What follows belongs to an exercise in optimizing a design on an open flow for small area; a production flow would make more cautious choices.
Only simulation tests tie the RTL to the original design; equivalence was not proved.

==> flow/design.v <==
`default_nettype none
package turbo_pkg;
    localparam int SOFT_W    = 4;
    localparam int LLR_W     = 10;
    localparam int INFO_LEN  = 5;
    localparam int BLOCK_LEN = 7;
    localparam logic [3*INFO_LEN-1:0] PERM     = {3'd3, 3'd1, 3'd2, 3'd4, 3'd0};
    localparam logic [3*INFO_LEN-1:0] PERM_INV = {3'd1, 3'd4, 3'd2, 3'd3, 3'd0};
endpackage
`default_nettype wire
`default_nettype none
`timescale 1ns/10ps
module soft_input_loader (
    input  wire          clk_p_i,
    input  wire          reset_n_i,
    input  wire          start_i,
    input  wire [20:0]   data_i,
    output wire          early_o,
    output wire          block_ready_o,
    output logic [19:0]  sys04_o,
    output logic [7:0]   sys56_o,
    output logic [27:0]  par1_o,
    output logic [27:0]  par2_o
);
    logic [2:0]  cnt;
    always_ff @(posedge clk_p_i or negedge reset_n_i) begin
        if (!reset_n_i) begin
            cnt <= 3'd0;
        end else begin
            case (cnt)
                3'd0, 3'd5: cnt <= start_i ? 3'd1 : 3'd0;
                3'd1:       cnt <= 3'd2;
                3'd2:       cnt <= 3'd3;
                3'd3:       cnt <= 3'd4;
                3'd4:       cnt <= 3'd5;
                default:    cnt <= 3'd0;
            endcase
        end
    end
    assign early_o       = (cnt == 3'd3);
    assign block_ready_o = (cnt == 3'd5);
    logic [11:0] late_in;
    logic [8:0]  early_in;
    logic [59:0] late_q;
    logic [26:0] early_q;
    assign late_in  = {data_i[20:16], data_i[6:0]};
    assign early_in = {data_i[15:14], data_i[13:7]};
    always_ff @(posedge clk_p_i) begin
        late_q  <= {late_q[47:0], late_in};
        early_q <= {early_q[17:0], early_in};
    end
    always_comb begin
        for (int k = 0; k < 4; k++) begin
            for (int p = 0; p < 5; p++)
                sys04_o[(4-p)*4 + k] = late_q[(4-k)*12 + 11-p];
            for (int p = 0; p < 7; p++)
                par2_o[(6-p)*4 + k]  = late_q[(4-k)*12 + 6-p];
        end
        for (int p = 0; p < 2; p++)
            sys56_o[(1-p)*4 + 3] = early_in[8-p];
        for (int p = 0; p < 7; p++)
            par1_o[(6-p)*4 + 3] = early_in[6-p];
        for (int k = 0; k < 3; k++) begin
            for (int p = 0; p < 2; p++)
                sys56_o[(1-p)*4 + k] = early_q[(2-k)*9 + 8-p];
            for (int p = 0; p < 7; p++)
                par1_o[(6-p)*4 + k] = early_q[(2-k)*9 + 6-p];
        end
    end
endmodule
`default_nettype wire
`default_nettype none
`timescale 1ns/10ps
module extrinsic_unit (
    input  wire [9:0] llr_i,
    input  wire [9:0] apri_n_i,
    input  wire [3:0] sys_i,
    output wire [9:0] ext_o
);
    wire [10:0] a = {llr_i[9], llr_i};
    wire [10:0] b = {apri_n_i[9], apri_n_i};
    wire [11:0] c;
    wire [10:0] d;
    assign c[0] = 1'b1;
    for (genvar i = 0; i < 11; i++) begin : g_sub1
        assign d[i]   = a[i] ^ b[i] ^ c[i];
        assign c[i+1] = (a[i] & b[i]) | (a[i] & c[i]) | (b[i] & c[i]);
    end
    wire       ov1 = d[10] ^ d[9];
    wire [9:0] xn  = {~d[10], ov1 ? {9{d[10]}} : ~d[8:0]};
    wire [9:0]  p = {xn[9], xn[9:1]};
    wire [9:0]  q = {{6{sys_i[3]}}, sys_i};
    wire [10:0] e;
    wire [9:0]  t;
    assign e[0] = 1'b0;
    for (genvar i = 0; i < 10; i++) begin : g_add2
        assign t[i]   = p[i] ^ q[i] ^ e[i];
        assign e[i+1] = (p[i] & q[i]) | (p[i] & e[i]) | (q[i] & e[i]);
    end
    wire ov2 = t[9] ^ t[8];
    assign ext_o = ov2 ? {~t[9], {9{t[9]}}} : ~{t[8:0], xn[0]};
endmodule
`default_nettype wire
`default_nettype none
`timescale 1ns/10ps
module turbo_iter_ctrl #(
    parameter int MAX_ITER = 16
) (
    input  wire          clk_p_i,
    input  wire          reset_n_i,
    input  wire          early_i,
    input  wire          block_ready_i,
    input  wire [19:0]   sys04_i,
    input  wire [7:0]    sys56_i,
    input  wire [27:0]   par1_i,
    input  wire [27:0]   par2_i,
    input  wire          siso_done_i,
    input  wire [69:0]   siso_llr_i,
    output wire          siso_start_o,
    output wire [125:0]  siso_req_o,
    output wire          done_o,
    output logic [4:0]   data_o
);
    localparam logic [2:0] S_RST  = 3'b000;  
    localparam logic [2:0] S_IDLE = 3'b001;
    localparam logic [2:0] S_DONE = 3'b010;  
    localparam logic [2:0] S_FIN  = 3'b011;
    localparam logic [2:0] S_D1S  = 3'b100;  
    localparam logic [2:0] S_D1   = 3'b101;
    localparam logic [2:0] S_D2S  = 3'b110;  
    localparam logic [2:0] S_D2   = 3'b111;
    logic [2:0]  state;
    logic [3:0]  iter_cnt;
    logic [27:0] sys_q, par1_q, par2_q;
    logic [49:0] apri_q;
    logic [49:0] apri;
    logic        apri_zero;
    logic [4:0]  dec_q;
    wire h1    = state[2] & ~state[1];
    wire d2    = state[2] &  state[1];
    wire valid = (state != S_RST);
    assign apri = apri_q & {50{~apri_zero}};
    wire [49:0] apri_n = ~apri;
    wire idle  = ~state[2] & ~(state[1] & state[0]);
    wire take  = idle & block_ready_i;
    assign siso_start_o = state[2] & ~state[0];
    assign done_o       = (state == S_DONE);
    logic [27:0] sys_sel;
    always_comb begin
        sys_sel = '0;
        for (int j = 0; j < 5; j++) begin
            sys_sel[(6-j)*4 +: 4] = h1 ? sys_q[(6-j)*4 +: 4]
                                       : sys_q[(6-int'(turbo_pkg::PERM[3*j +: 3]))*4 +: 4];
        end
        sys_sel[7:0] = h1 ? sys_q[7:0] : 8'd0;
    end
    wire [27:0] sys_out = sys_sel & {28{valid}};
    assign siso_req_o = {sys_out,
                         (h1 ? par1_q : par2_q) & {28{valid}},
                         apri, 20'd0};
    logic [49:0] ext;
    for (genvar i = 0; i < 5; i++) begin : g_ext
        extrinsic_unit u_ext (
            .llr_i  (siso_llr_i[(6-i)*10 +: 10]),
            .apri_n_i (apri_n[(4-i)*10 +: 10]),
            .sys_i  (sys_out[(6-i)*4 +: 4]),
            .ext_o  (ext[(4-i)*10 +: 10])
        );
    end
    logic [49:0] ext_int, ext_nat;
    logic [4:0]  dec2;
    logic        same;
    always_comb begin
        same = 1'b1;
        for (int j = 0; j < 5; j++) begin
            ext_int[(4-j)*10 +: 10] = ext[(4-int'(turbo_pkg::PERM[3*j +: 3]))*10 +: 10];
            ext_nat[(4-j)*10 +: 10] = ext[(4-int'(turbo_pkg::PERM_INV[3*j +: 3]))*10 +: 10];
            dec2[4-j] = ~ext[(4-int'(turbo_pkg::PERM_INV[3*j +: 3]))*10 + 9];
            if (ext[(4-j)*10 + 9] != apri[(4-j)*10 + 9]) same = 1'b0;
        end
    end
    wire stop = same | (iter_cnt == 4'(MAX_ITER-1));
    wire fin_next = idle | (state == S_FIN) | (d2 & siso_done_i & stop);
    wire take_early = early_i & fin_next;
    always_ff @(posedge clk_p_i) begin
        if (take) begin
            sys_q[27:8] <= sys04_i;
            par2_q      <= par2_i;
        end
        if (take_early) begin
            sys_q[7:0]  <= sys56_i;
            par1_q      <= par1_i;
        end
    end
    always_ff @(posedge clk_p_i) begin
        dec_q <= dec2;
    end
    always_ff @(posedge clk_p_i) begin
        if (take)
            iter_cnt <= '0;
        else if (d2 & siso_done_i & ~stop)
            iter_cnt <= iter_cnt + 1'b1;
    end
    wire ld_int = siso_done_i & h1;
    wire ld_nat = siso_done_i & d2 & ~stop;
    always_ff @(posedge clk_p_i) begin
        apri_q <= ({50{ld_int}} & ext_int) | ({50{ld_nat}} & ext_nat)
                | ({50{~(ld_int | ld_nat)}} & apri_q);
    end
    always_ff @(posedge clk_p_i or negedge reset_n_i) begin
        if (!reset_n_i)
            apri_zero <= 1'b1;
        else if (take)
            apri_zero <= 1'b1;
        else if (h1 & siso_done_i)
            apri_zero <= 1'b0;
    end
    always_ff @(posedge clk_p_i or negedge reset_n_i) begin
        if (!reset_n_i) begin
            state  <= S_RST;
            data_o <= '0;
        end else begin
            case (state)
                S_RST, S_IDLE, S_DONE: begin
                    if (block_ready_i) begin
                        state <= S_D1S;
                    end else if (state == S_DONE) begin
                        state <= S_IDLE;
                    end
                end
                S_D1S, S_D1: begin
                    if (siso_done_i) begin
                        state <= S_D2S;
                    end else begin
                        state <= S_D1;
                    end
                end
                S_D2S, S_D2: begin
                    if (siso_done_i) begin
                        if (stop) begin
                            state <= S_FIN;
                        end else begin
                            state <= S_D1S;
                        end
                    end else begin
                        state <= S_D2;
                    end
                end
                default: begin  
                    data_o <= dec_q;
                    state  <= S_DONE;
                end
            endcase
        end
    end
endmodule
`default_nettype wire
`default_nettype none
`timescale 1ns/10ps
module turbo_decoder_top #(
    parameter int MAX_ITER = 16
) (
    input  wire          clk_p_i,
    input  wire          reset_n_i,
    input  wire          start_i,
    input  wire [20:0]   data_i,
    input  wire          siso_done_i,
    input  wire [69:0]   siso_llr_i,
    output wire          siso_start_o,
    output wire [125:0]  siso_req_o,
    output wire          done_o,
    output wire [4:0]    data_o
);
    logic        block_ready;
    logic        early;
    logic [19:0] sys04_vec;
    logic [7:0]  sys56_vec;
    logic [27:0] par1_vec;
    logic [27:0] par2_vec;
    soft_input_loader u_loader (
        .clk_p_i       (clk_p_i),
        .reset_n_i     (reset_n_i),
        .start_i       (start_i),
        .data_i        (data_i),
        .early_o       (early),
        .block_ready_o (block_ready),
        .sys04_o       (sys04_vec),
        .sys56_o       (sys56_vec),
        .par1_o        (par1_vec),
        .par2_o        (par2_vec)
    );
    turbo_iter_ctrl #(
        .MAX_ITER (MAX_ITER)
    ) u_ctrl (
        .clk_p_i       (clk_p_i),
        .reset_n_i     (reset_n_i),
        .early_i       (early),
        .block_ready_i (block_ready),
        .sys04_i       (sys04_vec),
        .sys56_i       (sys56_vec),
        .par1_i        (par1_vec),
        .par2_i        (par2_vec),
        .siso_done_i   (siso_done_i),
        .siso_llr_i    (siso_llr_i),
        .siso_start_o  (siso_start_o),
        .siso_req_o    (siso_req_o),
        .done_o        (done_o),
        .data_o        (data_o)
    );
endmodule
`default_nettype wire
clock: 12.0 ns
lec_check: 0
abc_area: 1
cap_margin: 0
core_margin: 2
core_utilization: 75
place_density: 0.85
slew_margin: 0
standard.sh (not shown) runs the stock make flow with config.mk's settings and CLKGATE_MAP_FILE= SYNTH_SCRIPT=/design/flow/synth_recipe.tcl, a recipe that flattens the netlist after the stock synthesis.
==> flow/flow/run.sh <==
#!/bin/bash
# The standard layout (standard.sh) with these changes:
#  - synthesis maps with an area-oriented ABC script (flow/abc_area.script)
#  - port buffers use the smallest buffer cell
#  - the constant outputs share one tie cell
#  - floorplan removes synthesis buffers instead of repairing timing before
#    placement (timing is repaired after placement, CTS and global routing)
#  - clock tree: clkbuf_8 only, clusters of up to 16 sinks, no dummy loads
set -e
rm -rf scripts_mod
cp -r "$FLOW_HOME/scripts" scripts_mod
cp flow/abc_area.script scripts_mod/abc_area.script
export SCRIPTS_DIR="$PWD/scripts_mod"
export BUFFER_PORTS_ARGS="-buffer_cell sky130_fd_sc_hd__buf_1"
export SKIP_REPAIR_TIE_FANOUT=1
export REMOVE_ABC_BUFFERS=1
export CTS_ARGS="-sink_clustering_enable -repair_clock_nets -dont_use_dummy_load -buf_list sky130_fd_sc_hd__clkbuf_8 -sink_clustering_size 16 -sink_clustering_max_diameter 80"
bash standard.sh > standard_run.log 2>&1
==> flow/flow/abc_area.script <==
strash
dc2
dch -f
amap -m
strash
dc2
dch -f
amap -m
strash
dc2
dch -f
amap -m
topo
The baseline finished clean.
Rerun with:
--- a/flow/design.v
+++ b/flow/design.v
@@ -133,11 +133,11 @@
     logic [3:0]  iter_cnt;
     logic [27:0] sys_q, par1_q, par2_q;
     logic [49:0] apri_q;
     logic [49:0] apri;
     logic        apri_zero;
-    logic [4:0]  dec_q;
+    logic        dec_q;
     wire h1    = state[2] & ~state[1];
     wire d2    = state[2] &  state[1];
     wire valid = (state != S_RST);
     assign apri = apri_q & {50{~apri_zero}};
     wire [49:0] apri_n = ~apri;
@@ -191,17 +191,17 @@
             sys_q[7:0]  <= sys56_i;
             par1_q      <= par1_i;
         end
     end
     always_ff @(posedge clk_p_i) begin
-        dec_q <= dec2;
+        dec_q <= dec2[4];
     end
     always_ff @(posedge clk_p_i) begin
         if (take)
             iter_cnt <= '0;
-        else if (d2 & siso_done_i & ~stop)
-            iter_cnt <= iter_cnt + 1'b1;
+        else if (d2 & siso_done_i)
+            iter_cnt <= stop ? dec2[3:0] : iter_cnt + 1'b1;
     end
     wire ld_int = siso_done_i & h1;
     wire ld_nat = siso_done_i & d2 & ~stop;
     always_ff @(posedge clk_p_i) begin
         apri_q <= ({50{ld_int}} & ext_int) | ({50{ld_nat}} & ext_nat)
@@ -245,11 +245,11 @@
                     end else begin
                         state <= S_D2;
                     end
                 end
                 default: begin  
-                    data_o <= dec_q;
+                    data_o <= {dec_q, iter_cnt};
                     state  <= S_DONE;
                 end
             endcase
         end
     end
What happened: The new run produced a clean layout. Design area drops by about 1.1%. Worst setup slack gets better by 180 ps. Die area is about the same. Wire length rises by about 0.7%. Clock skew barely changes. Utilization goes down by 0.96 points. Final cell count climbs by about 1.5%. Worst hold slack gains 11 ps.

==> separate check: timing with driven ports <==
How much do the figures lean on ideal ports? The routed layouts below were timed once more, with nothing changed but the port constraints.
Step 1: set_driving_cell puts a clkbuf_16 on clk_p_i and a buf_2 on each other input, an assumption about the parent block.
Step 2, shift: input delay + t, output delay - t, t = (earliest + latest rising clock arrival at the registers) / 2. This alone moves slack from input paths to output paths.
Slacks: no drivers / after step 1 / after step 2; pairs: no drivers / after step 1.
| run | shift t [ns] | slack for setup (ns) | worst setup path at the end | latest minus earliest clock arrival (ns) | slew at the worst register clock pin (ns) |
|---|---|---|---|---|---|
| the first run | 0.532 | 0.377 / 0.392 / -0.141 | input to register | 0.027 / 0.027 | 0.10 / 0.10 |
| the second run | 0.531 | 0.553 / 0.571 / 0.040 | input to register | 0.024 / 0.024 | 0.11 / 0.11 |
With both steps, setup timing fails in the first run, where it was met with ideal ports. The setup slack of the first run, which loses most, moves by +0.015 ns with the drivers and by -0.518 ns with both steps.
